This design comes from an exercise in tuning for small area, a short achievable clock period and few clock cycles per item on the open sky130 flow, not from production work.
Only simulation tests tie the RTL to the original design; equivalence was not proved.

## design/flow/config.mk

```make
export PLATFORM = sky130hd
export DESIGN_NAME = aes128_enc
export DESIGN_NICKNAME = aes128_enc
export VERILOG_FILES = /design/flow/design.v
export SDC_FILE = /design/flow/constraint.sdc
export NUM_CORES = 4
export LEC_CHECK = 0
export CAP_MARGIN = 20
export CORE_MARGIN = 2
export CORE_UTILIZATION = 55
export SLEW_MARGIN = 20
export SYNTH_HIERARCHICAL = 1
```

## design/flow/constraint.sdc

```tcl
create_clock -name core_clock -period 10.0 [get_ports {clock_clk_i}]
set_input_delay 2.0000 -clock core_clock [delete_from_list [all_inputs] [get_ports {clock_clk_i}]]
set_output_delay 2.0000 -clock core_clock [all_outputs]
set_load 0.01 [all_outputs]
```

## design/flow/design.v

```verilog
`default_nettype none
package aes_pkg;
	localparam int unsigned AES_NB = 4;
	localparam int unsigned AES_NR = 10;
	localparam int unsigned AES_BLOCK_W = 128;
	localparam int unsigned AES_WORD_W = 32;
	localparam int unsigned AES_BYTE_W = 8;
	typedef logic [AES_BYTE_W-1:0] aes_byte_t;
	typedef logic [AES_WORD_W-1:0] aes_word_t;
	typedef logic [$clog2(AES_NR+1)-1:0] aes_round_t;
	localparam aes_byte_t AES_RCON_INIT = 8'h01;
	localparam aes_byte_t AES_REDUCE = 8'h1b;
	typedef logic [AES_BLOCK_W-1:0] aes_block_u;
	function automatic aes_byte_t aes_xtime(input aes_byte_t b);
		aes_byte_t shifted;
		shifted = {b[AES_BYTE_W-2:0], 1'b0};
		aes_xtime = b[AES_BYTE_W-1] ? (shifted ^ AES_REDUCE) : shifted;
	endfunction
endpackage
`default_nettype wire
`default_nettype none
module aes_sbox_a (
	input  wire [7:0]  byte_i,
	output wire [11:0] mid_o
);
	wire U0, U1, U2, U3, U4, U5, U6, U7;
	assign {U0, U1, U2, U3, U4, U5, U6, U7} = byte_i;
	wire T1, T2, T3, T4, T5, T6, T7, T8, T9, T10;
	wire T11, T12, T13, T14, T15, T16, T17, T18, T19, T20;
	wire T21, T22, T23, T24, T25, T26, T27, M1, M2, M3;
	wire M4, M5, M6, M7, M8, M9, M10, M11, M12, M13;
	wire M14, M15, M16, M17, M18, M19, M20, M21, M22, M23;
	wire M24, M25, M26, M27, M28, M29, M30, M31, M32, M33;
	wire M34, M35, M36, M37, M38, M39, M40;
	aes_xor2 g0 (.a(U0), .b(U3), .y(T1));
	aes_xor2 g1 (.a(U0), .b(U5), .y(T2));
	aes_xor2 g2 (.a(U0), .b(U6), .y(T3));
	aes_xor2 g3 (.a(U3), .b(U5), .y(T4));
	aes_xor2 g4 (.a(U4), .b(U6), .y(T5));
	aes_xor2 g5 (.a(T1), .b(T5), .y(T6));
	aes_xor2 g6 (.a(U1), .b(U2), .y(T7));
	aes_xor2 g7 (.a(U7), .b(T6), .y(T8));
	aes_xor2 g8 (.a(U7), .b(T7), .y(T9));
	aes_xor2 g9 (.a(T6), .b(T7), .y(T10));
	aes_xor2 g10 (.a(U1), .b(U5), .y(T11));
	aes_xor2 g11 (.a(U2), .b(U5), .y(T12));
	aes_xor2 g12 (.a(T3), .b(T4), .y(T13));
	aes_xor2 g13 (.a(T6), .b(T11), .y(T14));
	aes_xor2 g14 (.a(T5), .b(T11), .y(T15));
	aes_xor2 g15 (.a(T5), .b(T12), .y(T16));
	aes_xor2 g16 (.a(T9), .b(T16), .y(T17));
	aes_xor2 g17 (.a(U3), .b(U7), .y(T18));
	aes_xor2 g18 (.a(T7), .b(T18), .y(T19));
	aes_xor2 g19 (.a(T1), .b(T19), .y(T20));
	aes_xor2 g20 (.a(U6), .b(U7), .y(T21));
	aes_xor2 g21 (.a(T7), .b(T21), .y(T22));
	aes_xor2 g22 (.a(T2), .b(T22), .y(T23));
	aes_xor2 g23 (.a(T2), .b(T10), .y(T24));
	aes_xor2 g24 (.a(T20), .b(T17), .y(T25));
	aes_xor2 g25 (.a(T3), .b(T16), .y(T26));
	aes_xor2 g26 (.a(T1), .b(T12), .y(T27));
	aes_nand2 g27 (.a(T13), .b(T6), .y(M1));
	aes_nand2 g28 (.a(T23), .b(T8), .y(M2));
	aes_xnor2 g29 (.a(T14), .b(M1), .y(M3));
	aes_nand2 g30 (.a(T19), .b(U7), .y(M4));
	aes_xor2 g31 (.a(M4), .b(M1), .y(M5));
	aes_nand2 g32 (.a(T3), .b(T16), .y(M6));
	aes_nand2 g33 (.a(T22), .b(T9), .y(M7));
	aes_xnor2 g34 (.a(T26), .b(M6), .y(M8));
	aes_nand2 g35 (.a(T20), .b(T17), .y(M9));
	aes_xor2 g36 (.a(M9), .b(M6), .y(M10));
	aes_nand2 g37 (.a(T1), .b(T15), .y(M11));
	aes_nand2 g38 (.a(T4), .b(T27), .y(M12));
	aes_xor2 g39 (.a(M12), .b(M11), .y(M13));
	aes_nand2 g40 (.a(T2), .b(T10), .y(M14));
	aes_xor2 g41 (.a(M14), .b(M11), .y(M15));
	aes_xnor2 g42 (.a(M3), .b(M2), .y(M16));
	aes_xor2 g43 (.a(M5), .b(T24), .y(M17));
	aes_xnor2 g44 (.a(M8), .b(M7), .y(M18));
	aes_xor2 g45 (.a(M10), .b(M15), .y(M19));
	aes_xor2 g46 (.a(M16), .b(M13), .y(M20));
	aes_xor2 g47 (.a(M17), .b(M15), .y(M21));
	aes_xor2 g48 (.a(M18), .b(M13), .y(M22));
	aes_xor2 g49 (.a(M19), .b(T25), .y(M23));
	aes_xnor2 g50 (.a(M22), .b(M23), .y(M24));
	aes_nand2 g51 (.a(M22), .b(M20), .y(M25));
	aes_xor2 g52 (.a(M21), .b(M25), .y(M26));
	aes_xnor2 g53 (.a(M20), .b(M21), .y(M27));
	aes_xor2 g54 (.a(M23), .b(M25), .y(M28));
	aes_nor2 g55 (.a(M28), .b(M27), .y(M29));
	aes_nor2 g56 (.a(M26), .b(M24), .y(M30));
	aes_nand2 g57 (.a(M20), .b(M23), .y(M31));
	aes_nor2 g58 (.a(M27), .b(M31), .y(M32));
	aes_xor2 g59 (.a(M27), .b(M25), .y(M33));
	aes_nand2 g60 (.a(M21), .b(M22), .y(M34));
	aes_nor2 g61 (.a(M24), .b(M34), .y(M35));
	aes_xor2 g62 (.a(M24), .b(M25), .y(M36));
	aes_xor2 g63 (.a(M21), .b(M29), .y(M37));
	aes_xor2 g64 (.a(M32), .b(M33), .y(M38));
	aes_xor2 g65 (.a(M23), .b(M30), .y(M39));
	aes_xor2 g66 (.a(M35), .b(M36), .y(M40));
	assign mid_o = {M37, M38, M39, M40, T7, T10, T3, T1, T4, T22, T15, U7};
endmodule
module aes_sbox_ak (
	input  wire [7:0]  byte_i,
	output wire [3:0] mid_o
);
	wire U0, U1, U2, U3, U4, U5, U6, U7;
	assign {U0, U1, U2, U3, U4, U5, U6, U7} = byte_i;
	wire T1, T2, T3, T4, T5, T6, T7, T8, T9, T10;
	wire T11, T12, T13, T14, T15, T16, T17, T18, T19, T20;
	wire T21, T22, T23, T24, T25, T26, T27, M1, M2, M3;
	wire M4, M5, M6, M7, M8, M9, M10, M11, M12, M13;
	wire M14, M15, M16, M17, M18, M19, M20, M21, M22, M23;
	wire M24, M25, M26, M27, M28, M29, M30, M31, M32, M33;
	wire M34, M35, M36, M37, M38, M39, M40;
	aes_xor2 g0 (.a(U0), .b(U3), .y(T1));
	aes_xor2 g1 (.a(U0), .b(U5), .y(T2));
	aes_xor2 g2 (.a(U0), .b(U6), .y(T3));
	aes_xor2 g3 (.a(U3), .b(U5), .y(T4));
	aes_xor2 g4 (.a(U4), .b(U6), .y(T5));
	aes_xor2 g5 (.a(T1), .b(T5), .y(T6));
	aes_xor2 g6 (.a(U1), .b(U2), .y(T7));
	aes_xor2 g7 (.a(U7), .b(T6), .y(T8));
	aes_xor2 g8 (.a(U7), .b(T7), .y(T9));
	aes_xor2 g9 (.a(T6), .b(T7), .y(T10));
	aes_xor2 g10 (.a(U1), .b(U5), .y(T11));
	aes_xor2 g11 (.a(U2), .b(U5), .y(T12));
	aes_xor2 g12 (.a(T3), .b(T4), .y(T13));
	aes_xor2 g13 (.a(T6), .b(T11), .y(T14));
	aes_xor2 g14 (.a(T5), .b(T11), .y(T15));
	aes_xor2 g15 (.a(T5), .b(T12), .y(T16));
	aes_xor2 g16 (.a(T9), .b(T16), .y(T17));
	aes_xor2 g17 (.a(U3), .b(U7), .y(T18));
	aes_xor2 g18 (.a(T7), .b(T18), .y(T19));
	aes_xor2 g19 (.a(T1), .b(T19), .y(T20));
	aes_xor2 g20 (.a(U6), .b(U7), .y(T21));
	aes_xor2 g21 (.a(T7), .b(T21), .y(T22));
	aes_xor2 g22 (.a(T2), .b(T22), .y(T23));
	aes_xor2 g23 (.a(T2), .b(T10), .y(T24));
	aes_xor2 g24 (.a(T20), .b(T17), .y(T25));
	aes_xor2 g25 (.a(T3), .b(T16), .y(T26));
	aes_xor2 g26 (.a(T1), .b(T12), .y(T27));
	aes_nand2 g27 (.a(T13), .b(T6), .y(M1));
	aes_nand2 g28 (.a(T23), .b(T8), .y(M2));
	aes_xnor2 g29 (.a(T14), .b(M1), .y(M3));
	aes_nand2 g30 (.a(T19), .b(U7), .y(M4));
	aes_xor2 g31 (.a(M4), .b(M1), .y(M5));
	aes_nand2 g32 (.a(T3), .b(T16), .y(M6));
	aes_nand2 g33 (.a(T22), .b(T9), .y(M7));
	aes_xnor2 g34 (.a(T26), .b(M6), .y(M8));
	aes_nand2 g35 (.a(T20), .b(T17), .y(M9));
	aes_xor2 g36 (.a(M9), .b(M6), .y(M10));
	aes_nand2 g37 (.a(T1), .b(T15), .y(M11));
	aes_nand2 g38 (.a(T4), .b(T27), .y(M12));
	aes_xor2 g39 (.a(M12), .b(M11), .y(M13));
	aes_nand2 g40 (.a(T2), .b(T10), .y(M14));
	aes_xor2 g41 (.a(M14), .b(M11), .y(M15));
	aes_xnor2 g42 (.a(M3), .b(M2), .y(M16));
	aes_xor2 g43 (.a(M5), .b(T24), .y(M17));
	aes_xnor2 g44 (.a(M8), .b(M7), .y(M18));
	aes_xor2 g45 (.a(M10), .b(M15), .y(M19));
	aes_xor2 g46 (.a(M16), .b(M13), .y(M20));
	aes_xor2 g47 (.a(M17), .b(M15), .y(M21));
	aes_xor2 g48 (.a(M18), .b(M13), .y(M22));
	aes_xor2 g49 (.a(M19), .b(T25), .y(M23));
	aes_xnor2 g50 (.a(M22), .b(M23), .y(M24));
	aes_nand2 g51 (.a(M22), .b(M20), .y(M25));
	aes_xor2 g52 (.a(M21), .b(M25), .y(M26));
	aes_xnor2 g53 (.a(M20), .b(M21), .y(M27));
	aes_xor2 g54 (.a(M23), .b(M25), .y(M28));
	aes_nor2 g55 (.a(M28), .b(M27), .y(M29));
	aes_nor2 g56 (.a(M26), .b(M24), .y(M30));
	aes_nand2 g57 (.a(M20), .b(M23), .y(M31));
	aes_nor2 g58 (.a(M27), .b(M31), .y(M32));
	aes_xor2 g59 (.a(M27), .b(M25), .y(M33));
	aes_nand2 g60 (.a(M21), .b(M22), .y(M34));
	aes_nor2 g61 (.a(M24), .b(M34), .y(M35));
	aes_xor2 g62 (.a(M24), .b(M25), .y(M36));
	aes_xor2 g63 (.a(M21), .b(M29), .y(M37));
	aes_xor2 g64 (.a(M32), .b(M33), .y(M38));
	aes_xor2 g65 (.a(M23), .b(M30), .y(M39));
	aes_xor2 g66 (.a(M35), .b(M36), .y(M40));
	assign mid_o = {M37, M38, M39, M40};
endmodule
module aes_sbox_b (
	input  wire [11:0] mid_i,
	output wire [7:0]  byte_o
);
	wire M37, M38, M39, M40, T7, T10, T3, T1, T4, T22;
	wire T15, U7;
	assign {M37, M38, M39, M40, T7, T10, T3, T1, T4, T22, T15, U7} = mid_i;
	wire R0, R1, R2, R3, R4, R5, R6, R7, R8, R9;
	wire R10;
	wire M41, M42, M43, M44, M45, M46, M47, M48, M49, M50;
	wire M51, M52, M53, M54, M55, M56, M57, M58, M59, M60;
	wire M61, M62, M63, L0, L1, L2, L3, L4, L5, L6;
	wire L7, L8, L9, L10, L11, L12, L13, L14, L15, L16;
	wire L17, L18, L19, L20, L21, L22, L23, L24, L25, L26;
	wire L27, L28, L29, S0, S1, S2, S3, S4, S5, S6;
	wire S7;
	aes_xor2 g0 (.a(T1), .b(T4), .y(R0));
	aes_xor2 g1 (.a(T7), .b(T10), .y(R1));
	aes_xor2 g2 (.a(T7), .b(U7), .y(R2));
	aes_xor2 g3 (.a(T3), .b(T4), .y(R3));
	aes_xor2 g4 (.a(T7), .b(T15), .y(R4));
	aes_xor2 g5 (.a(T15), .b(U7), .y(R5));
	aes_xor2 g6 (.a(T3), .b(T22), .y(R6));
	aes_xor2 g7 (.a(T10), .b(T15), .y(R7));
	aes_xor2 g8 (.a(T10), .b(R2), .y(R8));
	aes_xor2 g9 (.a(T1), .b(R6), .y(R9));
	aes_xor2 g10 (.a(T22), .b(R0), .y(R10));
	aes_xor2 g11 (.a(M38), .b(M40), .y(M41));
	aes_xor2 g12 (.a(M37), .b(M39), .y(M42));
	aes_xor2 g13 (.a(M37), .b(M38), .y(M43));
	aes_xor2 g14 (.a(M39), .b(M40), .y(M44));
	aes_xor2 g15 (.a(M42), .b(M41), .y(M45));
	aes_nand2 g16 (.a(M44), .b(R1), .y(M46));
	aes_nand2 g17 (.a(M40), .b(R8), .y(M47));
	aes_nand2 g18 (.a(M39), .b(U7), .y(M48));
	aes_nand2 g19 (.a(M43), .b(R4), .y(M49));
	aes_nand2 g20 (.a(M38), .b(R2), .y(M50));
	aes_nand2 g21 (.a(M37), .b(R5), .y(M51));
	aes_nand2 g22 (.a(M42), .b(T15), .y(M52));
	aes_nand2 g23 (.a(M45), .b(R7), .y(M53));
	aes_nand2 g24 (.a(M41), .b(T10), .y(M54));
	aes_nand2 g25 (.a(M44), .b(R3), .y(M55));
	aes_nand2 g26 (.a(M40), .b(R10), .y(M56));
	aes_nand2 g27 (.a(M39), .b(R9), .y(M57));
	aes_nand2 g28 (.a(M43), .b(T3), .y(M58));
	aes_nand2 g29 (.a(M38), .b(T22), .y(M59));
	aes_nand2 g30 (.a(M37), .b(R6), .y(M60));
	aes_nand2 g31 (.a(M42), .b(T1), .y(M61));
	aes_nand2 g32 (.a(M45), .b(T4), .y(M62));
	aes_nand2 g33 (.a(M41), .b(R0), .y(M63));
	aes_xor2 g34 (.a(M61), .b(M62), .y(L0));
	aes_xor2 g35 (.a(M50), .b(M56), .y(L1));
	aes_xor2 g36 (.a(M46), .b(M48), .y(L2));
	aes_xor2 g37 (.a(M47), .b(M55), .y(L3));
	aes_xor2 g38 (.a(M54), .b(M58), .y(L4));
	aes_xor2 g39 (.a(M49), .b(M61), .y(L5));
	aes_xnor2 g40 (.a(M62), .b(L5), .y(L6));
	aes_xnor2 g41 (.a(M46), .b(L3), .y(L7));
	aes_xor2 g42 (.a(M51), .b(M59), .y(L8));
	aes_xor2 g43 (.a(M52), .b(M53), .y(L9));
	aes_xnor2 g44 (.a(M53), .b(L4), .y(L10));
	aes_xnor2 g45 (.a(M60), .b(L2), .y(L11));
	aes_xor2 g46 (.a(M48), .b(M51), .y(L12));
	aes_xnor2 g47 (.a(M50), .b(L0), .y(L13));
	aes_xor2 g48 (.a(M52), .b(M61), .y(L14));
	aes_xnor2 g49 (.a(M55), .b(L1), .y(L15));
	aes_xnor2 g50 (.a(M56), .b(L0), .y(L16));
	aes_xnor2 g51 (.a(M57), .b(L1), .y(L17));
	aes_xnor2 g52 (.a(M58), .b(L8), .y(L18));
	aes_xnor2 g53 (.a(M63), .b(L4), .y(L19));
	aes_xor2 g54 (.a(L0), .b(L1), .y(L20));
	aes_xor2 g55 (.a(L1), .b(L7), .y(L21));
	aes_xor2 g56 (.a(L3), .b(L12), .y(L22));
	aes_xor2 g57 (.a(L18), .b(L2), .y(L23));
	aes_xor2 g58 (.a(L15), .b(L9), .y(L24));
	aes_xor2 g59 (.a(L6), .b(L10), .y(L25));
	aes_xor2 g60 (.a(L7), .b(L9), .y(L26));
	aes_xor2 g61 (.a(L8), .b(L10), .y(L27));
	aes_xor2 g62 (.a(L11), .b(L14), .y(L28));
	aes_xor2 g63 (.a(L11), .b(L17), .y(L29));
	aes_xor2 g64 (.a(L6), .b(L24), .y(S0));
	aes_xnor2 g65 (.a(L16), .b(L26), .y(S1));
	aes_xnor2 g66 (.a(L19), .b(L28), .y(S2));
	aes_xor2 g67 (.a(L6), .b(L21), .y(S3));
	aes_xor2 g68 (.a(L20), .b(L22), .y(S4));
	aes_xor2 g69 (.a(L25), .b(L29), .y(S5));
	aes_xnor2 g70 (.a(L13), .b(L27), .y(S6));
	aes_xnor2 g71 (.a(L6), .b(L23), .y(S7));
	assign byte_o = {S0, S1, S2, S3, S4, S5, S6, S7};
endmodule
module aes_sbox_bk (
	input  wire [11:0] mid_i,
	output wire [7:0]  byte_o
);
	wire M37, M38, M39, M40, U0, U1, U2, U3, U4, U5;
	wire U6, U7;
	assign {M37, M38, M39, M40, U0, U1, U2, U3, U4, U5, U6, U7} = mid_i;
	wire R0, R1, R2, R3, R4, R5, R6, R7, R8, R9;
	wire R10, R11, R12, R13, R14, R15, R16, R17, R18, R19;
	wire R20, R21, R22, R23;
	wire M41, M42, M43, M44, M45, M46, M47, M48, M49, M50;
	wire M51, M52, M53, M54, M55, M56, M57, M58, M59, M60;
	wire M61, M62, M63, L0, L1, L2, L3, L4, L5, L6;
	wire L7, L8, L9, L10, L11, L12, L13, L14, L15, L16;
	wire L17, L18, L19, L20, L21, L22, L23, L24, L25, L26;
	wire L27, L28, L29, S0, S1, S2, S3, S4, S5, S6;
	wire S7;
	aes_xor2 g0 (.a(U0), .b(U3), .y(R0));
	aes_xor2 g1 (.a(U0), .b(U5), .y(R1));
	aes_xor2 g2 (.a(U0), .b(U6), .y(R2));
	aes_xor2 g3 (.a(U3), .b(U5), .y(R3));
	aes_xor2 g4 (.a(U4), .b(U6), .y(R4));
	aes_xor2 g5 (.a(R0), .b(R4), .y(R5));
	aes_xor2 g6 (.a(U2), .b(U7), .y(R6));
	aes_xor2 g7 (.a(U1), .b(R6), .y(R7));
	aes_xor2 g8 (.a(R2), .b(R3), .y(R8));
	aes_xor2 g9 (.a(U1), .b(U5), .y(R9));
	aes_xor2 g10 (.a(R4), .b(R9), .y(R10));
	aes_xor2 g11 (.a(U2), .b(U5), .y(R11));
	aes_xor2 g12 (.a(R4), .b(R11), .y(R12));
	aes_xor2 g13 (.a(U1), .b(U3), .y(R13));
	aes_xor2 g14 (.a(R6), .b(R13), .y(R14));
	aes_xor2 g15 (.a(U0), .b(U1), .y(R15));
	aes_xor2 g16 (.a(R6), .b(R15), .y(R16));
	aes_xor2 g17 (.a(U1), .b(U6), .y(R17));
	aes_xor2 g18 (.a(R6), .b(R17), .y(R18));
	aes_xor2 g19 (.a(R0), .b(R11), .y(R19));
	aes_xor2 g20 (.a(U7), .b(R5), .y(R20));
	aes_xor2 g21 (.a(R10), .b(R19), .y(R21));
	aes_xor2 g22 (.a(U7), .b(R10), .y(R22));
	aes_xor2 g23 (.a(R1), .b(R18), .y(R23));
	aes_xor2 g24 (.a(M38), .b(M40), .y(M41));
	aes_xor2 g25 (.a(M37), .b(M39), .y(M42));
	aes_xor2 g26 (.a(M37), .b(M38), .y(M43));
	aes_xor2 g27 (.a(M39), .b(M40), .y(M44));
	aes_xor2 g28 (.a(M42), .b(M41), .y(M45));
	aes_nand2 g29 (.a(M44), .b(R5), .y(M46));
	aes_nand2 g30 (.a(M40), .b(R20), .y(M47));
	aes_nand2 g31 (.a(M39), .b(U7), .y(M48));
	aes_nand2 g32 (.a(M43), .b(R12), .y(M49));
	aes_nand2 g33 (.a(M38), .b(R7), .y(M50));
	aes_nand2 g34 (.a(M37), .b(R22), .y(M51));
	aes_nand2 g35 (.a(M42), .b(R10), .y(M52));
	aes_nand2 g36 (.a(M45), .b(R19), .y(M53));
	aes_nand2 g37 (.a(M41), .b(R21), .y(M54));
	aes_nand2 g38 (.a(M44), .b(R8), .y(M55));
	aes_nand2 g39 (.a(M40), .b(R23), .y(M56));
	aes_nand2 g40 (.a(M39), .b(R14), .y(M57));
	aes_nand2 g41 (.a(M43), .b(R2), .y(M58));
	aes_nand2 g42 (.a(M38), .b(R18), .y(M59));
	aes_nand2 g43 (.a(M37), .b(R16), .y(M60));
	aes_nand2 g44 (.a(M42), .b(R0), .y(M61));
	aes_nand2 g45 (.a(M45), .b(R3), .y(M62));
	aes_nand2 g46 (.a(M41), .b(R1), .y(M63));
	aes_xor2 g47 (.a(M61), .b(M62), .y(L0));
	aes_xor2 g48 (.a(M50), .b(M56), .y(L1));
	aes_xor2 g49 (.a(M46), .b(M48), .y(L2));
	aes_xor2 g50 (.a(M47), .b(M55), .y(L3));
	aes_xor2 g51 (.a(M54), .b(M58), .y(L4));
	aes_xor2 g52 (.a(M49), .b(M61), .y(L5));
	aes_xnor2 g53 (.a(M62), .b(L5), .y(L6));
	aes_xnor2 g54 (.a(M46), .b(L3), .y(L7));
	aes_xor2 g55 (.a(M51), .b(M59), .y(L8));
	aes_xor2 g56 (.a(M52), .b(M53), .y(L9));
	aes_xnor2 g57 (.a(M53), .b(L4), .y(L10));
	aes_xnor2 g58 (.a(M60), .b(L2), .y(L11));
	aes_xor2 g59 (.a(M48), .b(M51), .y(L12));
	aes_xnor2 g60 (.a(M50), .b(L0), .y(L13));
	aes_xor2 g61 (.a(M52), .b(M61), .y(L14));
	aes_xnor2 g62 (.a(M55), .b(L1), .y(L15));
	aes_xnor2 g63 (.a(M56), .b(L0), .y(L16));
	aes_xnor2 g64 (.a(M57), .b(L1), .y(L17));
	aes_xnor2 g65 (.a(M58), .b(L8), .y(L18));
	aes_xnor2 g66 (.a(M63), .b(L4), .y(L19));
	aes_xor2 g67 (.a(L0), .b(L1), .y(L20));
	aes_xor2 g68 (.a(L1), .b(L7), .y(L21));
	aes_xor2 g69 (.a(L3), .b(L12), .y(L22));
	aes_xor2 g70 (.a(L18), .b(L2), .y(L23));
	aes_xor2 g71 (.a(L15), .b(L9), .y(L24));
	aes_xor2 g72 (.a(L6), .b(L10), .y(L25));
	aes_xor2 g73 (.a(L7), .b(L9), .y(L26));
	aes_xor2 g74 (.a(L8), .b(L10), .y(L27));
	aes_xor2 g75 (.a(L11), .b(L14), .y(L28));
	aes_xor2 g76 (.a(L11), .b(L17), .y(L29));
	aes_xor2 g77 (.a(L6), .b(L24), .y(S0));
	aes_xnor2 g78 (.a(L16), .b(L26), .y(S1));
	aes_xnor2 g79 (.a(L19), .b(L28), .y(S2));
	aes_xor2 g80 (.a(L6), .b(L21), .y(S3));
	aes_xor2 g81 (.a(L20), .b(L22), .y(S4));
	aes_xor2 g82 (.a(L25), .b(L29), .y(S5));
	aes_xnor2 g83 (.a(L13), .b(L27), .y(S6));
	aes_xnor2 g84 (.a(L6), .b(L23), .y(S7));
	assign byte_o = {S0, S1, S2, S3, S4, S5, S6, S7};
endmodule
module aes_xor2 (
	input  wire a,
	input  wire b,
	output wire y
);
	assign y = a ^ b;
endmodule
module aes_xnor2 (
	input  wire a,
	input  wire b,
	output wire y
);
	assign y = ~(a ^ b);
endmodule
module aes_nand2 (
	input  wire a,
	input  wire b,
	output wire y
);
	assign y = ~(a & b);
endmodule
module aes_nor2 (
	input  wire a,
	input  wire b,
	output wire y
);
	assign y = ~(a | b);
endmodule
`default_nettype wire
`default_nettype none
module aes_xorv #(
	parameter int W = 8
) (
	input  wire [W-1:0] a,
	input  wire [W-1:0] b,
	output wire [W-1:0] y
);
	assign y = a ^ b;
endmodule
module aes_andnv #(
	parameter int W = 8
) (
	input  wire [W-1:0] a,
	input  wire         s,
	output wire [W-1:0] y
);
	assign y = a & ~{W{s}};
endmodule
module aes_xtime (
	input  wire [7:0] a,
	output wire [7:0] y
);
	aes_xorv #(.W(3)) red_i (
		.a({a[3], a[2], a[0]}),
		.b({3{a[7]}}),
		.y({y[4], y[3], y[1]})
	);
	assign {y[7], y[6], y[5], y[2], y[0]} = {a[6], a[5], a[4], a[1], a[7]};
endmodule
module aes_mix_column (
	input  wire [31:0] col_i,
	output wire [31:0] col_o
);
	wire [7:0] a [4];
	wire [7:0] p [4];    
	wire [7:0] x [4];    
	wire [7:0] q [4];    
	for (genvar i = 0; i < 4; i++) begin : g_col
		assign a[i] = col_i[31-8*i -: 8];
		aes_xorv #(.W(8)) p_i (.a(a[i]), .b(a[(i + 1) % 4]), .y(p[i]));
		aes_xtime x_i (.a(p[i]), .y(x[i]));
		aes_xorv #(.W(8)) q_i (.a(a[(i + 1) % 4]), .b(p[(i + 2) % 4]), .y(q[i]));
		aes_xorv #(.W(8)) o_i (.a(q[i]), .b(x[i]), .y(col_o[31-8*i -: 8]));
	end
endmodule
module aes_round (
	input  wire aes_pkg::aes_block_u sub_i,
	input  wire aes_pkg::aes_block_u round_key_i,
	output aes_pkg::aes_block_u      state_o,
	output aes_pkg::aes_block_u      final_o
);
	aes_pkg::aes_block_u shift_state;
	aes_pkg::aes_block_u mix_state;
	always_comb begin
		for (int c = 0; c < 4; c++) begin
			for (int r = 0; r < 4; r++) begin
				shift_state[127-8*(4*c + r) -: 8] = sub_i[127-8*(4*((c + r) % 4) + r) -: 8];
			end
		end
	end
	for (genvar c = 0; c < 4; c++) begin : g_mix
		aes_mix_column mix_i (
			.col_i(shift_state[127-32*c -: 32]),
			.col_o(mix_state[127-32*c -: 32])
		);
	end
	assign state_o = mix_state;
	aes_xorv #(.W(128)) fin_i (.a(shift_state), .b(round_key_i), .y(final_o));
endmodule
`default_nettype wire
`default_nettype none
module aes_key_expander (
	input  wire aes_pkg::aes_block_u key_i,
	input  wire aes_pkg::aes_byte_t  rcon_i,
	input  wire aes_pkg::aes_word_t  sub_i,
	output aes_pkg::aes_block_u      key_o
);
	aes_pkg::aes_word_t w0;
	aes_pkg::aes_word_t w01;
	aes_pkg::aes_word_t w23;
	aes_pkg::aes_block_u early;
	assign w0 = key_i[127:96] ^ {rcon_i, 24'h000000};
	assign w01 = w0 ^ key_i[95:64];
	assign w23 = key_i[63:32] ^ key_i[31:0];
	assign early = {w0, w01, w01 ^ key_i[63:32], w01 ^ w23};
	aes_xorv #(.W(128)) sub_x (.a(early), .b({4{sub_i}}), .y(key_o));
endmodule
`default_nettype wire
`default_nettype none
module aes128_enc (
	input  wire                      clock_clk_i,
	input  wire                      arst_n_i,
	input  wire                      in_req_i,
	output logic                     in_ack_o,
	input  wire aes_pkg::aes_block_u plaintext_i,
	input  wire aes_pkg::aes_block_u key_i,
	output logic                     out_req_o,
	input  wire                      out_ack_i,
	output aes_pkg::aes_block_u      ciphertext_o
);
	logic ack_q;
	logic                a_valid_q;
	logic                a_parked_q;
	logic                a_first_q;
	aes_pkg::aes_byte_t  a_rcon_q;
	aes_pkg::aes_block_u a_state_q;
	aes_pkg::aes_block_u a_key_q;
	logic                b_valid_q;
	logic                b_parked_q;
	logic                b_first_q;
	aes_pkg::aes_byte_t  b_rcon_q;
	logic [16*12-1:0]    b_mid_q;
	aes_pkg::aes_block_u b_key_q;
	logic [4*4-1:0]      b_kmid_q;
	logic                capture_q;
	logic                deliver_q;
	logic                park_q;
	logic                out_full_q;
	logic                out_req_q;
	aes_pkg::aes_block_u ct_q;
	logic [16*12-1:0]    mid;
	logic [4*4-1:0]      kmid;
	aes_pkg::aes_block_u sub_state;
	aes_pkg::aes_word_t  key_sub;
	aes_pkg::aes_block_u round_key;
	aes_pkg::aes_block_u mix_state;
	aes_pkg::aes_block_u final_out;
	aes_pkg::aes_block_u mix_kept;
	aes_pkg::aes_block_u whitened;
	aes_pkg::aes_block_u add_key;
	aes_pkg::aes_block_u state_next;
	logic other_parked;
	logic out_full_next;
	logic n_done;
	logic n_deliver;
	logic n_park;
	logic n_capture;
	assign other_parked = a_valid_q && a_parked_q;
	assign out_full_next = deliver_q || (out_full_q && (out_req_q || out_ack_i));
	assign n_done = a_valid_q && (a_parked_q || a_rcon_q == 8'h36);
	assign n_deliver = n_done && !out_full_next && (!park_q || (a_parked_q && a_first_q));
	assign n_park = n_done && !n_deliver;
	assign n_capture = in_req_i && !ack_q && !capture_q && (!a_valid_q || n_deliver);
	for (genvar i = 0; i < 16; i++) begin : g_sbox
		aes_sbox_a sbox_i (
			.byte_i(a_state_q[127-8*i -: 8]),
			.mid_o (mid[12*i +: 12])
		);
	end
	for (genvar i = 0; i < 4; i++) begin : g_ksbox
		aes_sbox_ak sbox_i (
			.byte_i(a_key_q[127-8*(12 + (i + 1) % 4) -: 8]),
			.mid_o (kmid[4*i +: 4])
		);
	end
	for (genvar i = 0; i < 16; i++) begin : g_sbox_out
		aes_sbox_b sbox_i (
			.mid_i (b_mid_q[12*i +: 12]),
			.byte_o(sub_state[127-8*i -: 8])
		);
	end
	for (genvar i = 0; i < 4; i++) begin : g_ksbox_out
		aes_sbox_bk sbox_i (
			.mid_i ({b_kmid_q[4*i +: 4], b_key_q[127-8*(12 + (i + 1) % 4) -: 8]}),
			.byte_o(key_sub[31-8*i -: 8])
		);
	end
	aes_key_expander key_expander_i (
		.key_i (b_key_q),
		.rcon_i(b_rcon_q),
		.sub_i (key_sub),
		.key_o (round_key)
	);
	aes_round round_i (
		.sub_i      (sub_state),
		.round_key_i(round_key),
		.state_o    (mix_state),
		.final_o    (final_out)
	);
	aes_andnv #(.W(128)) mix_kept_i (.a(mix_state), .s(capture_q), .y(mix_kept));
	aes_xorv #(.W(128)) whiten_i (.a(plaintext_i), .b(key_i), .y(whitened));
	assign add_key = capture_q ? whitened : round_key;
	aes_xorv #(.W(128)) ark_i (.a(mix_kept), .b(add_key), .y(state_next));
	always_ff @(posedge clock_clk_i or negedge arst_n_i) begin
		if (!arst_n_i) begin
			ack_q <= 1'b0;
			a_valid_q <= 1'b0;
			a_parked_q <= 1'b0;
			a_first_q <= 1'b0;
			b_valid_q <= 1'b0;
			b_parked_q <= 1'b0;
			b_first_q <= 1'b0;
			capture_q <= 1'b0;
			deliver_q <= 1'b0;
			park_q <= 1'b0;
			out_full_q <= 1'b0;
			out_req_q <= 1'b0;
		end else begin
			if (capture_q) begin
				ack_q <= 1'b1;
			end else if (!in_req_i) begin
				ack_q <= 1'b0;
			end
			a_valid_q <= capture_q || (b_valid_q && !deliver_q);
			a_parked_q <= park_q;
			a_first_q <= park_q && (b_first_q || !other_parked);
			b_valid_q <= a_valid_q;
			b_parked_q <= a_parked_q;
			b_first_q <= a_first_q;
			capture_q <= n_capture;
			deliver_q <= n_deliver;
			park_q <= n_park;
			if (deliver_q) begin
				out_req_q <= 1'b1;
			end else if (out_ack_i) begin
				out_req_q <= 1'b0;
			end
			out_full_q <= out_full_next;
		end
	end
	always_ff @(posedge clock_clk_i) begin
		a_state_q <= state_next;
		if (capture_q) begin
			a_key_q <= key_i;
			a_rcon_q <= 8'h01;
		end else begin
			if (park_q) begin
				a_key_q <= b_parked_q ? b_key_q : final_out;
			end else begin
				a_key_q <= round_key;
			end
			a_rcon_q <= aes_pkg::aes_xtime(b_rcon_q);
		end
		b_mid_q <= mid;
		b_key_q <= a_key_q;
		b_kmid_q <= kmid;
		b_rcon_q <= a_rcon_q;
		if (deliver_q) begin
			ct_q <= b_parked_q ? b_key_q : final_out;
		end
	end
	assign in_ack_o = ack_q;
	assign out_req_o = out_req_q;
	assign ciphertext_o = ct_q;
endmodule
`default_nettype wire
```

## design/flow/flow/run.sh

```bash
#!/bin/bash
# Standard layout (the standard.sh, unchanged synthesis) with the
# resizer asked for more setup margin than the 10 ns clock needs, so that it
# sizes up the slow XOR chains, and plain buffers on the ports; the clock
# period and constraints are the standard flow's.
cp standard.sh standard_sh.log
export SETUP_SLACK_MARGIN=6.2
export BUFFER_PORTS_ARGS="-buffer_cell sky130_fd_sc_hd__buf_2"
bash standard.sh > standard.log 2>&1
```

## design/flow/standard.sh

```bash
#!/bin/bash
# synth_recipe.tcl (not shown) runs the flow's synth.tcl, then flattens the netlist and writes it again
# the make line also repeats each setting of config.mk as NAME=value (left out here)
make -C /OpenROAD-flow-scripts/flow DESIGN_CONFIG=/design/flow/config.mk WORK_HOME=/design/flow/orfs CLKGATE_MAP_FILE= SYNTH_SCRIPT=/design/flow/synth_recipe.tcl "${@:-finish}"
```

==> results of run 1 <==
## path summary, 6_finish.rpt
kind                                      end  slack (ns)
worst min register to register    b_key_q[78]        0.31
min in group asynchronous          out_full_q        1.19
worst max-delay path            a_state_q[18]        6.24
max in group asynchronous          b_parked_q        8.58
worst min-delay path              b_key_q[78]        0.31
worst max register to register  a_state_q[18]        6.24
## logic make-up after synthesis
logic type             after synthesis  share of synthesized area, %
multiplexers                       384                         7.909
AO/OA/AOI/OAI                      136                         1.201
XOR/XNOR                          3211                         49.06
flip-flops                         748                         27.96
AND/OR/NAND/NOR                    954                         6.745
buffers and inverters              563                         7.120
## critical path, stage by stage, from the launching register on
cell and delay, ns:
dfxtp_1 0.41, xor2_1 0.28, xor2_1 0.19, nand2_1 0.18
xor2_4 0.22, xnor2_1 0.22, xor2_1 0.20, xor2_1 0.32
buf_4 0.25, xor2_1 0.28, xor2_1 0.27, xor2_2 0.29
nor2b_1 0.20, xor2_1 0.33
## layout make-up
type,count,area (sq um),area share (%)
Sequential cell,748,16360,25.24
Clock buffer,117,2506,3.866
Clock inverter,40,400.4,0.6176
Multi-Input combinational cell,4685,40350,62.25
Antenna cell,5,12.51,0.01930
Timing Repair Buffer,537,3349,5.167
Inverter,28,105.1,0.1621
Tap cell,1391,1740,2.685
## metrics by stage
step | hold slack [ns] | cells | instance area [sq um]
after floorplan | 0.3096 | 5996 | 58340
after global placement | 0.3095 | 7291 | 58510
after detailed placement | 0.3121 | 7291 | 58530
after CTS | 0.3127 | 7476 | 62820
after global routing | 0.3173 | 7546 | 64810
final | 0.3074 | 7551 | 64830
## modules after synthesis, one instance, submodules excluded, excerpt
module / cell area, sq um / cells / copies in the design
aes128_enc: 22840 / 1494 / 1
aes_key_expander: 1572 / 136 / 1
aes_sbox_a: 90.09 / 12 / 16
aes_sbox_b: 60.06 / 8 / 16
aes_sbox_bk: 60.06 / 8 / 4
aes_xtime: 37.54 / 5 / 16
aes_sbox_ak: 30.03 / 4 / 4
aes_xnor2: 8.758 / 1 / 400
aes_xor2: 8.758 / 1 / 1752
aes_nand2: 3.754 / 1 / 600
aes_nor2: 3.754 / 1 / 80
## state kept, by name (all words and copies together) (netlist names), 8 cells and up
register / count
a_key_q: 128
a_state_q: 128
ct_q: 128
b_key_q: 128
a_rcon_q: 8
b_kmid_q: 16
b_rcon_q: 8
b_mid_q: 192
## metal layers
metal / vias to the layer above / part of all wire (%) / global-route usage, %
li1: 18300 / - / -
met1: 18380 / 45 / 44.50
met2: 1033 / 44 / 49.36
met3: 267 / 6.2 / 4.630
met4: 2 / 4.4 / 11.69
met5: - / 0.0074 / 0
## layout by cell type (no fill, tap or decap), types with 32 or more instances in the layout
master / Yosys / routed
buf_2: 21 / 389
buf_4: 479 / 124
clkbuf_16: 0 / 92
dfxtp_1: 608 / 584
edfxtp_1: 128 / 128
mux2_2: 136 / 136
mux2_4: 120 / 120
mux2i_1: 128 / 128
nand2_1: 729 / 729
nor2_1: 85 / 85
nor2b_1: 133 / 130
o21ai_1: 120 / 120
xnor2_1: 467 / 408
xnor2_2: 0 / 45
xnor3_1: 32 / 32
xor2_1: 2704 / 2515
xor2_2: 8 / 157
xor2_4: 0 / 40
## repair_timing
action                                  4_1_cts  5_1_grt
setup buffers                                28       70
pin swaps                                    19       34
gates resized for setup                     131      182
endpoints found under the setup margin      310      296
==> flow_summary.rst, run 1 <==
.. list-table::
   :header-rows: 1

   * - Metric
     - Value
   * - Status
     - timing/DRC/antenna clean
   * - Count of unique library cells instantiated by Yosys
     - 35
   * - Vias in the first global route
     - 37690
   * - Via density per instance
     - 5.030
   * - Number of clock sinks
     - 748
   * - Source of the critical timing path
     - b_mid_q[135]
   * - Number of standard-cell rows in the floorplan
     - 119
   * - GRT Total Usage
     - 31.68%
   * - Post-placement setup slack
     - 5.500 ns
   * - Die Area
     - 108700 sq um
   * - Filler cell count
     - 9047
   * - Hold_buf cts
     - 0
   * - Insertion delay to the later sink of the worst-skew pair
     - 0.68 ns
   * - Net count after synthesis
     - 6256
   * - Number of instances on the worst hold path
     - 0
   * - Drc violations
     - 0
   * - Category of the worst setup path launch point
     - flop
   * - Number of synthesis warnings
     - 9
   * - Max-Slew Margin vs Limit
     - 18.76%
   * - Initial core utilization
     - 55.42%
   * - Buffer levels on the longest clock path
     - 3
   * - Min cycle time layout
     - 3.760 ns
   * - Core area
     - 105300 sq um
   * - EDFF count, synth
     - 128
   * - Worst reg-to-reg path cell count
     - 13
   * - Path type of the worst setup path
     - flop to flop
   * - Final clock period utilization by the worst path
     - 37.60%
   * - Top cell type's share of synthesized area
     - 40.59%
   * - Share of the core filled with cells
     - 61.58%
   * - Worst reg2reg path startpoint
     - b_mid_q[135]
   * - Post-layout nets
     - 6346
   * - Library cell with the largest summed area after synthesis
     - xor2_1
   * - Detail-routed net length per standard cell
     - 23.32 microns
   * - Count of input and output buffers
     - 389
   * - Detailed Route WL
     - 176100 microns
   * - Max Cap Viol
     - 0
   * - Share of cells above drive strength 1
     - 19.81%
   * - Worst Max-Slew Pin Slew
     - 1.218 ns
   * - Depth of the CTS H-tree
     - 3
   * - Part of the Yosys area used for sequential elements
     - 27.96%
   * - Number of antenna-violating nets in the routed design
     - 0
   * - Crit path arrival time
     - 4.31 ns
   * - Global placement routability congestion
     - 0.9627
   * - Setup slack after layout
     - 6.240 ns
   * - Critical Path Sink Type
     - flop
   * - Most common cell in the synthesized netlist
     - xor2_1
   * - Area added between synthesis and finish
     - 11.11%
   * - CP Max Fanout
     - 4
   * - Num CTS Buffers
     - 86
   * - Synthesized netlist cell count
     - 5996
   * - Cell at the root of the clock tree
     - clkbuf_16
   * - RSZ-0062 raised after global routing
     - yes
   * - CTS clock-pin slew for the worst setup and hold paths
     - 0.07 ns
   * - Antenna violations before repair
     - 5
   * - Total I/O pin count
     - 390
   * - Total number of vias
     - 37980
   * - Final number of setup-violating endpoints
     - 0
   * - Placed wire-length estimate after detailed placement
     - 139000 microns
   * - Die Y-Extent
     - 329.7 microns
   * - Max Slew Vio Count
     - 0
   * - Wire length of the first global-routing pass
     - 251200 microns
   * - Number of failing hold endpoints at the final stage
     - 0
   * - Number of optimization iterations in the first detailed-route pass
     - 6
   * - CTS tree
     - done
   * - Required time at the worst-slack endpoint
     - 10.55 ns
   * - Cell types occupying the most area after synthesis
     - xor2_1 41%, dfxtp_1 21%, xnor2_1 7.0%, edfxtp_1 6.6%, buf_4 6.2%
   * - Synthesized flop and latch total
     - 748
   * - Clk_skew
     - 0.03087 ns
   * - Mapped Area
     - 58340 sq um
   * - Die outline width
     - 329.7 microns
   * - Maximum clock frequency
     - 0.2659 GHz
   * - Type of the tightest min-delay check
     - flop to flop
   * - Maximum number of pins on one net before global-route repair
     - 156
   * - Launch point of the worst hold path
     - a_key_q[78]
   * - DR iter-0 viols
     - 2587
   * - Cell types with the highest counts after synthesis
     - 2704 x xor2_1, 729 x nand2_1, 608 x dfxtp_1, 479 x buf_4, 467 x xnor2_1
   * - Post-synthesis async set-or-reset flop share
     - 1.604%
   * - Most frequently used flop master after synthesis
     - dfxtp_1
   * - Mean post-synth cell area
     - 9.730 sq um
   * - Fin Setup TNS
     - 0 ns
   * - Global-route congestion overflow total
     - 0
Testbench counts, summed over its fixed seeds: cycles 3,880, items 384.
==> run 2: changes to the inputs <==
--- a/design/flow/config.mk
+++ b/design/flow/config.mk
@@ -7,6 +7,7 @@
 export LEC_CHECK = 0
 export CAP_MARGIN = 20
 export CORE_MARGIN = 2
-export CORE_UTILIZATION = 55
+export CORE_UTILIZATION = 40
+export CTS_BUF_LIST = sky130_fd_sc_hd__clkbuf_8
 export SLEW_MARGIN = 20
 export SYNTH_HIERARCHICAL = 1
==> run 2 against run 1 <==
Effect of this change:
- still clean
- clock skew is 0.017 ns higher
- final cell count rose by 7.8%
- worst setup slack gained 0.011 ns
- critical path depth increased by 1
- sequential share of layout area down 0.17 points
- utilization fell by 17 points
- worst hold slack got worse by 0.0086 ns
- fmax rose by 0.30%
- largest cell class unchanged
==> flow_summary.rst, run 2 <==
.. list-table::
   :header-rows: 1

   * - Metric
     - Value
   * - Top cell type's share of synthesized area
     - 40.59% (unchanged)
   * - Final number of setup-violating endpoints
     - 0 (unchanged)
   * - Area added between synthesis and finish
     - 11.90%
   * - Number of optimization iterations in the first detailed-route pass
     - 7 (+1)
   * - Die Area
     - 148900 sq um (+37%)
   * - Antenna violations before repair
     - 15 (+10)
   * - Core area
     - 145200 sq um (+38%)
   * - Placed wire-length estimate after detailed placement
     - 148700 microns (+7.0%)
   * - XOR/XNOR share of the synthesized area
     - 49.06% (unchanged)
   * - Total I/O pin count
     - 390 (unchanged)
   * - Final clock period utilization by the worst path
     - 37.49% (-0.11 points)
   * - Number of failing hold endpoints at the final stage
     - 0 (unchanged)
   * - Clk_skew
     - 0.04752 ns (+0.01665 ns)
   * - Buffer levels on the longest clock path
     - 3 (unchanged)
   * - Required time at the worst-slack endpoint
     - 10.76 ns (+0.21 ns)
   * - Max-Slew Margin vs Limit
     - 21.50% (+2.7 points)
   * - Vias in the first global route
     - 38710 (+2.7%)
   * - Post-synthesis simple-gate area fraction
     - 6.745% (unchanged)
   * - Setup slack after layout
     - 6.251 ns (+0.01129 ns)
   * - Crit path arrival time
     - 4.51 ns (+0.20 ns)
   * - Top routing layer in use
     - met5
   * - Post-synthesis async set-or-reset flop share
     - 1.604% (unchanged)
   * - CTS clock-pin slew for the worst setup and hold paths
     - 0.07 ns (about the same)
   * - Insertion delay to the later sink of the worst-skew pair
     - 0.91 ns (+0.23 ns)
   * - Highest-count cells in the layout ignoring fill and taps
     - 2500 x xor2_1, 729 x nand2_1, 583 x dfxtp_1
   * - Number of standard-cell rows in the floorplan
     - 140 (+18%)
   * - Launch point of the worst hold path
     - a_key_q[45]
   * - Worst hold endpoint
     - b_key_q[45]
   * - Most flops, register
     - b_mid_q
   * - Most frequently used flop master after synthesis
     - dfxtp_1
   * - CTS tree
     - done
   * - Critical Path Sink Type
     - flop
   * - RSZ-0062 raised after global routing
     - yes
   * - Die outline width
     - 385.9 microns (+17%)
   * - CP Max Fanout
     - 4 (unchanged)
   * - Die Y-Extent
     - 385.9 microns (+17%)
   * - EDFF count, synth
     - 128 (unchanged)
   * - Commonest non-fill, non-tap cell in the layout
     - xor2_1
   * - Path type of the worst setup path
     - flop to flop
   * - Min cycle time layout
     - 3.749 ns (-0.01129 ns)
   * - Synthesized flop and latch total
     - 748 (unchanged)
   * - Detail-routed net length per standard cell
     - 22.76 microns (-2.4%)
   * - Number of clock sinks
     - 748 (unchanged)
   * - Status
     - timing/DRC/antenna clean
   * - Sum of met2 wire segment lengths after detailed routing
     - 83770 microns (+8.0%)
   * - Flip-flop count of the largest register, all copies and words added
     - 192 (unchanged)
   * - Most common cell type on the critical path
     - xor2_1
   * - Type of the tightest min-delay check
     - flop to flop
   * - Share of the synthesized area in compound gates (AO/OA/AOI/OAI)
     - 1.201% (unchanged)
   * - Slowest-stage cell, CP
     - dfxtp_1
   * - Mapped Area
     - 58340 sq um (unchanged)
   * - Total number of vias
     - 38810 (+2.2%)
   * - Number of synthesis warnings
     - 9 (unchanged)
   * - Number of antenna-violating nets in the routed design
     - 0 (unchanged)
   * - Capture instance of the worst register-to-register path
     - a_key_q[72]
   * - Count of buffering cells on the critical path with inverters included
     - 1 (unchanged)
   * - Critical-path cell list
     - xor2_2 -> xor2_2 -> xor2_1 -> nand2_1 -> xor2_1 -> xnor2_1 -> xor2_2 -> xnor2_4 -> buf_12 -> xor2_1 -> xor2_1 -> mux2_4 -> mux2i_1 -> o21ai_1
   * - Cell types occupying the most area after synthesis
     - xor2_1 41%, dfxtp_1 21%, xnor2_1 7.0%, edfxtp_1 6.6%, buf_4 6.2%
   * - Drc violations
     - 0 (unchanged)
   * - Via density per instance
     - 4.768 (-5.2%)
   * - Share of cell area taken by muxes after synthesis
     - 7.909% (unchanged)
   * - Slack of the worst reg-to-reg path
     - 6.25 ns (about the same)
   * - Hold_buf cts
     - 0 (unchanged)
   * - Category of cells accounting for the largest share of critical-path delay
     - XOR/XNOR gates
   * - Post-layout nets
     - 6366 (+0.32%)
   * - Cell at the root of the clock tree
     - clkbuf_8
   * - Most common cell in the synthesized netlist
     - xor2_1
   * - Worst Max-Slew Pin Slew
     - 1.169 ns (-0.04844 ns)
   * - Wire length on met1
     - 82740 microns (+3.6%)
   * - Max Cap Viol
     - 0 (unchanged)
   * - Worst reg-to-reg path cell count
     - 14 (+1)
   * - DR iter-0 viols
     - 2848 (+10%)
   * - Fin Setup TNS
     - 0 ns (unchanged)
   * - Cell types with the highest counts after synthesis
     - 2704 x xor2_1, 729 x nand2_1, 608 x dfxtp_1, 479 x buf_4, 467 x xnor2_1
   * - Max Slew Vio Count
     - 0 (unchanged)
   * - Initial core utilization
     - 40.18% (-15 points)
   * - Global placement routability congestion
     - 0.9521 (-1.1%)
   * - Net count after synthesis
     - 6256 (unchanged)
   * - Post-Synth Adder-Cell Area
     - 0% (unchanged)
   * - Category of the worst setup path launch point
     - flop
   * - Delay of the slowest critical-path stage
     - 0.47 ns (+0.06 ns)
   * - Post-placement setup slack
     - 5.496 ns (-0.003600 ns)
   * - Maximum clock frequency
     - 0.2667 GHz (+0.30%)
   * - DR WL met3
     - 11160 microns (+2.0%)
   * - Combinational family with the most area after synthesis
     - XOR/XNOR gates
   * - Count of unique library cells instantiated by Yosys
     - 35 (unchanged)
   * - Num CTS Buffers
     - 138 (+60%)
   * - GRT Total Usage
     - 24.16% (-7.5 points)
   * - Detailed Route WL
     - 185300 microns (+5.2%)
   * - Final worst hold slack
     - 0.2988 ns (-0.008600 ns)
   * - Synthesized netlist cell count
     - 5996 (unchanged)
   * - Mean post-synth cell area
     - 9.730 sq um (unchanged)
   * - Count of input and output buffers
     - 389 (unchanged)
   * - Maximum number of pins on one net before global-route repair
     - 83 (-47%)
   * - Global-route congestion overflow total
     - 0 (unchanged)
   * - Number of instances on the worst hold path
     - 0 (unchanged)
   * - Wire length of the first global-routing pass
     - 260500 microns (+3.7%)
   * - Library cell with the largest summed area after synthesis
     - xor2_1
   * - Depth of the CTS H-tree
     - 4 (+1)
   * - Share of cells above drive strength 1
     - 20.38% (+0.58 points)
   * - Part of the Yosys area used for sequential elements
     - 27.96% (unchanged)
   * - Worst reg2reg path startpoint
     - b_key_q[3]
[run 2: cell types whose count changed in the layout (fill, tap and decap cells not counted), moves of 4 or more]
| cell | change |
|---|---|
| clkbuf_8 | +160 |
| clkbuf_16 | -92 |
| inv_1 | +41 |
| buf_4 | -25 |
| xor2_2 | +19 |
| xor2_1 | -15 |
| clkbuf_1 | -14 |
| buf_12 | -7 |
| clkinv_2 | -6 |
| clkinv_8 | +5 |
| xnor2_1 | +5 |
| inv_12 | +4 |
| xor2_4 | -4 |
[run 2: what timing repair did]
| item | in CTS | in global routing |
|---|---|---|
| setup endpoints to repair | 311 | 287 |
| gates resized for setup | 145 | 181 |
| buffers inserted | 27 | 48 |
| hold endpoints to repair | 0 | 0 |
| pin swaps | 15 | 27 |
[run 2: through the flow]
step | utilization, % | instance area (sq um) | std cells
floorplan | - | 58340 | 5996
global placement | 40.65 | 59020 | 7808
detailed placement | 40.65 | 59020 | 7808
CTS | 43.76 | 63540 | 8090
global route | 44.96 | 65290 | 8140
finish | 44.96 | 65290 | 8140
[run 2: logic make-up after synthesis]
| logic type | Yosys count |
|---|---|
| mux | 384 |
| buf+inv | 563 |
| simple gates | 954 |
| flops | 748 |
| compound gates | 136 |
| xor+xnor | 3211 |
[run 2: worst max path at each step]
stage                     slack (ns)         start  cells past startpoint      endpoint
final                           6.25    b_key_q[3]                     14   a_key_q[72]
after floorplan                 6.27     deliver_q                      3        park_q
after global routing            6.11  b_mid_q[141]                     11  a_state_q[4]
after detailed placement        5.50   b_key_q[16]                     13   a_key_q[26]
after CTS                       6.11    b_key_q[7]                     13   a_key_q[46]
after global placement          5.51   b_key_q[16]                     13   a_key_q[26]
[run 2: final cells by class]
cell class / instances / area [sq um]
fillers: 13850 / 79930
inverters: 28 / 105.1
clock buffers: 171 / 2354
multi-input cells: 4685 / 40350
well taps: 1917 / 2399
repair buffers: 505 / 3022
clock inverters: 84 / 685.7
diodes: 2 / 5.005
flip-flops and latches: 748 / 16360
[run 2: layer usage]
| layer | GRT usage, % | vias up |
|---|---|---|
| met5 | 0 | - |
| met4 | 9.620 | 4 |
| met3 | 3.787 | 280 |
| met2 | 38.30 | 1227 |
| met1 | 32.73 | 18920 |
| li1 | - | 18370 |
[run 2: per-module statistics from Yosys (local to each module, per instance), a selection]
module	cell area [sq um]	cells inside	copies in the design
aes_xnor2	8.758	1	400
aes_sbox_b	60.06	8	16
aes_xtime	37.54	5	16
aes_sbox_a	90.09	12	16
aes128_enc	22840	1494	1
aes_sbox_ak	30.03	4	4
aes_nor2	3.754	1	80
aes_sbox_bk	60.06	8	4
aes_nand2	3.754	1	600
aes_xor2	8.758	1	1752
[run 2: worst reg2reg max path, delay by kind of cell (launching register included)]
kind	cells	cell delay, ns
xor gates and xnor gates	9	2.35
DFF	1	0.47
muxes	2	0.44
buffers and inverters	1	0.16
and+or+nand+nor	1	0.11
AOI/OAI and AO/OA	1	0.07
==> run 3: changes to the inputs <==
--- a/design/flow/flow/run.sh
+++ b/design/flow/flow/run.sh
@@ -4,6 +4,6 @@
 # sizes up the slow XOR chains, and plain buffers on the ports; the clock
 # period and constraints are the standard flow's.
 cp standard.sh standard_sh.log
-export SETUP_SLACK_MARGIN=6.2
+export SETUP_SLACK_MARGIN=6.0
 export BUFFER_PORTS_ARGS="-buffer_cell sky130_fd_sc_hd__buf_2"
 bash standard.sh > standard.log 2>&1
--- a/design/flow/config.mk
+++ b/design/flow/config.mk
@@ -8,6 +8,5 @@
 export CAP_MARGIN = 20
 export CORE_MARGIN = 2
 export CORE_UTILIZATION = 40
-export CTS_BUF_LIST = sky130_fd_sc_hd__clkbuf_8
 export SLEW_MARGIN = 20
 export SYNTH_HIERARCHICAL = 1
==> run 3 against run 2 <==
Effect of this change:
- still clean on timing, DRC and antenna
- fmax is 6.0% lower
- non-clock buffer count is 37 lower
- final cell count is 1.6% lower
- critical endpoint is now a_state_q[41]
- largest cell class unchanged
- highest routed layer unchanged
==> flow_summary.rst, run 3 <==
.. list-table::
   :header-rows: 1

   * - Metric
     - Value
   * - Part of the Yosys area used for sequential elements
     - 27.96% (unchanged)
   * - Total number of vias
     - 38190 (-1.6%)
   * - Top cell type's share of synthesized area
     - 40.59% (unchanged)
   * - Clk_skew
     - 0.03417 ns (-0.01335 ns)
   * - Most frequently used flop master after synthesis
     - dfxtp_1
   * - Number of optimization iterations in the first detailed-route pass
     - 7 (unchanged)
   * - Number of synthesis warnings
     - 9 (unchanged)
   * - Post-synthesis async set-or-reset flop share
     - 1.604% (unchanged)
   * - Share of cells above drive strength 1
     - 16.90% (-3.5 points)
   * - Post-synthesis simple-gate area fraction
     - 6.745% (unchanged)
   * - Antenna violations before repair
     - 13 (-2)
   * - Max Slew Vio Count
     - 0 (unchanged)
   * - Global placement routability congestion
     - 0.9521 (unchanged)
   * - Placed wire-length estimate after detailed placement
     - 148700 microns (unchanged)
   * - Buffer levels on the longest clock path
     - 3 (unchanged)
   * - Max-Slew Margin vs Limit
     - 20.00% (-1.5 points)
   * - Fin Setup TNS
     - 0 ns (unchanged)
   * - Mapped Area
     - 58340 sq um (unchanged)
   * - Flip-flop count of the largest register, all copies and words added
     - 192 (unchanged)
   * - Number of failing hold endpoints at the final stage
     - 0 (unchanged)
   * - Post-layout nets
     - 6279 (-1.4%)
   * - Cell types with the highest counts after synthesis
     - 2704 x xor2_1, 729 x nand2_1, 608 x dfxtp_1, 479 x buf_4, 467 x xnor2_1
   * - DR iter-0 viols
     - 2895 (+1.7%)
   * - Final clock period utilization by the worst path
     - 39.90% (+2.4 points)
   * - Hold_buf cts
     - 0 (unchanged)
   * - Post-Synth Adder-Cell Area
     - 0% (unchanged)
   * - Global-route congestion overflow total
     - 0 (unchanged)
   * - Highest-count cells in the layout ignoring fill and taps
     - 2584 x xor2_1, 729 x nand2_1, 600 x dfxtp_1
   * - CTS tree
     - done
   * - RSZ-0062 raised after global routing
     - yes
   * - Cell types occupying the most area after synthesis
     - xor2_1 41%, dfxtp_1 21%, xnor2_1 7.0%, edfxtp_1 6.6%, buf_4 6.2%
   * - Net count after synthesis
     - 6256 (unchanged)
   * - Share of the synthesized area in compound gates (AO/OA/AOI/OAI)
     - 1.201% (unchanged)
   * - Count of unique library cells instantiated by Yosys
     - 35 (unchanged)
   * - Detail-routed net length per standard cell
     - 22.80 microns (+0.17%)
   * - CP Max Fanout
     - 5 (+1)
   * - Insertion delay to the later sink of the worst-skew pair
     - 0.73 ns (-0.18 ns)
   * - Wire length of the first global-routing pass
     - 258300 microns (-0.85%)
   * - Cell at the root of the clock tree
     - clkbuf_16
   * - Most flops, register
     - b_mid_q
   * - Crit path arrival time
     - 4.60 ns (+0.09 ns)
   * - Mean post-synth cell area
     - 9.730 sq um (unchanged)
   * - Commonest non-fill, non-tap cell in the layout
     - xor2_1
   * - Number of clock sinks
     - 748 (unchanged)
   * - Seq. cell area
     - 16340 sq um (-0.14%)
   * - Num CTS Buffers
     - 88 (-36%)
   * - Library cell with the largest summed area after synthesis
     - xor2_1
   * - Max Cap Viol
     - 0 (unchanged)
   * - Die Y-Extent
     - 385.9 microns (unchanged)
   * - Most common cell in the synthesized netlist
     - xor2_1
   * - Synthesized flop and latch total
     - 748 (unchanged)
   * - EDFF count, synth
     - 128 (unchanged)
   * - CTS clock-pin slew for the worst setup and hold paths
     - 0.06 ns (about the same)
   * - Number of standard-cell rows in the floorplan
     - 140 (unchanged)
   * - Initial core utilization
     - 40.18% (unchanged)
   * - Combinational family with the most area after synthesis
     - XOR/XNOR gates
   * - Critical Path Sink Type
     - flop
   * - Depth of the CTS H-tree
     - 3 (-1)
   * - Category of the worst setup path launch point
     - flop
   * - Path type of the worst setup path
     - flop to flop
   * - Filler cell count
     - 13970 (+0.87%)
   * - Type of the tightest min-delay check
     - flop to flop
   * - Synthesized netlist cell count
     - 5996 (unchanged)
   * - Share of cell area taken by muxes after synthesis
     - 7.909% (unchanged)
   * - Worst Max-Slew Pin Slew
     - 1.191 ns (+0.02224 ns)
   * - Min cycle time layout
     - 3.990 ns (+0.2407 ns)
   * - Maximum clock frequency
     - 0.2507 GHz (-6.0%)
   * - Maximum number of pins on one net before global-route repair
     - 83 (unchanged)
   * - XOR/XNOR share of the synthesized area
     - 49.06% (unchanged)
   * - Number of antenna-violating nets in the routed design
     - 0 (unchanged)
   * - Required time at the worst-slack endpoint
     - 10.61 ns (-0.15 ns)
   * - Via density per instance
     - 4.767 (about the same)
   * - Status
     - timing/DRC/antenna clean
   * - Die outline width
     - 385.9 microns (unchanged)
   * - Count of input and output buffers
     - 389 (unchanged)
   * - Total area of multi-input combinational cells
     - 39230 sq um (-2.8%)
   * - Core area
     - 145200 sq um (unchanged)
   * - Detailed Route WL
     - 182700 microns (-1.4%)
   * - Total I/O pin count
     - 390 (unchanged)
   * - GRT Total Usage
     - 23.93% (-0.24 points)
   * - Drc violations
     - 0 (unchanged)
   * - Final number of setup-violating endpoints
     - 0 (unchanged)
   * - Area added between synthesis and finish
     - 9.237%
   * - Die Area
     - 148900 sq um (unchanged)
   * - Vias in the first global route
     - 37960 (-1.9%)
## run 3: kinds of logic after synthesis
| kind of cell | count (synthesis) |
|---|---|
| compound gates | 136 |
| xor+xnor | 3211 |
| buf+inv | 563 |
| flops | 748 |
| mux | 384 |
| simple gates | 954 |
## run 3: final timing paths
path | depth (start not counted) | startpoint | slack (ns) | to
hold / removal | 0 | a_key_q[102] | 0.31 | b_key_q[102]
setup / recovery | 12 | b_mid_q[27] | 6.01 | a_state_q[41]
min in group asynchronous | 1 | arst_n_i | 1.14 | b_valid_q
setup reg to reg | 12 | b_mid_q[27] | 6.01 | a_state_q[41]
max in group asynchronous | 1 | arst_n_i | 8.61 | b_parked_q
hold reg to reg | 0 | a_key_q[102] | 0.31 | b_key_q[102]
## run 3: per-module statistics from Yosys, one instance, submodules excluded, excerpt
module / copies in the design / cell area (sq um) / cells
aes_nor2: 80 / 3.754 / 1
aes_sbox_a: 16 / 90.09 / 12
aes_sbox_bk: 4 / 60.06 / 8
aes_sbox_b: 16 / 60.06 / 8
aes_nand2: 600 / 3.754 / 1
aes_xnor2: 400 / 8.758 / 1
aes_key_expander: 1 / 1572 / 136
aes_sbox_ak: 4 / 30.03 / 4
aes_xor2: 1752 / 8.758 / 1
aes_xtime: 16 / 37.54 / 5
aes128_enc: 1 / 22840 / 1494
## run 3: layer usage
metal / wire length, microns / GRT usage, %
met5: 23 / 0
met4: 7040 / 8.704
met3: 11090 / 2.987
met2: 82290 / 38.26
met1: 82250 / 32.91
## run 3: area by class of cell
cell class	instances	area share (%)
inverter	28	0.1649
timing repair buffer	468	4.182
tap	1917	3.763
multi-input combinational	4685	61.55
antenna	1	0.003926
sequential	748	25.64
clock inverter	40	0.7499
clock buffer	125	3.944
## run 3: critical path: stages, from the launching register on
cell and delay, ns:
dfxtp_1 0.40, xor2_1 0.26, xor2_1 0.17, nand2_1 0.12, xor2_1 0.43, xnor2_1 0.19
xor2_1 0.19, xor2_1 0.62, xor2_1 0.57, xor2_1 0.26, xor2_1 0.23, nor2b_1 0.19
xor2_1 0.25
## run 3: repair_timing
item / in CTS / in global routing
buffers inserted: 11 / 27
endpoints found under the hold margin: 0 / 0
setup endpoints to repair: 216 / 198
pin swaps: 7 / 15
resized for setup: 73 / 95
## run 3: per-stage QoR
step,cells,utilization (%),area (sq um),hold slack [ns],worst slack [ns]
2_1_floorplan,5996,-,58340,0.3096,6.270
3_3_place_gp,7808,40.65,59020,0.3098,5.514
3_5_place_dp,7808,40.65,59020,0.3121,5.496
4_1_cts,7984,43.21,62740,0.3203,5.877
5_1_grt,8011,43.89,63730,0.3252,5.884
6_report,8012,43.89,63730,0.3125,6.010

afterwards: timing with drivers on the ports:
The flow's constraints put no driver on any port. The routed layouts listed below were extracted and timed again, unchanged, in two steps.
Step 1 sets driving cells, clkbuf_16 on the clock port and buf_2 on the other inputs (assumed; they add their load-dependent delay and slew).
Step 2 also shifts input and output timing later by t, the mid clock arrival at the registers, as if the neighbouring blocks saw the same clock.
a / b / c = ideal / step 1 / step 2; a / b = the first two.
run	t (ns)	slack for setup (ns)	worst setup path after step 2
run 1	0.746	6.240 / 6.240 / 6.240	register to register
run 2	0.970	6.251 / 6.224 / 6.251	register to register
run 3	0.804	6.010 / 6.010 / 6.010	register to register
After both steps setup and hold are still met in every run listed.
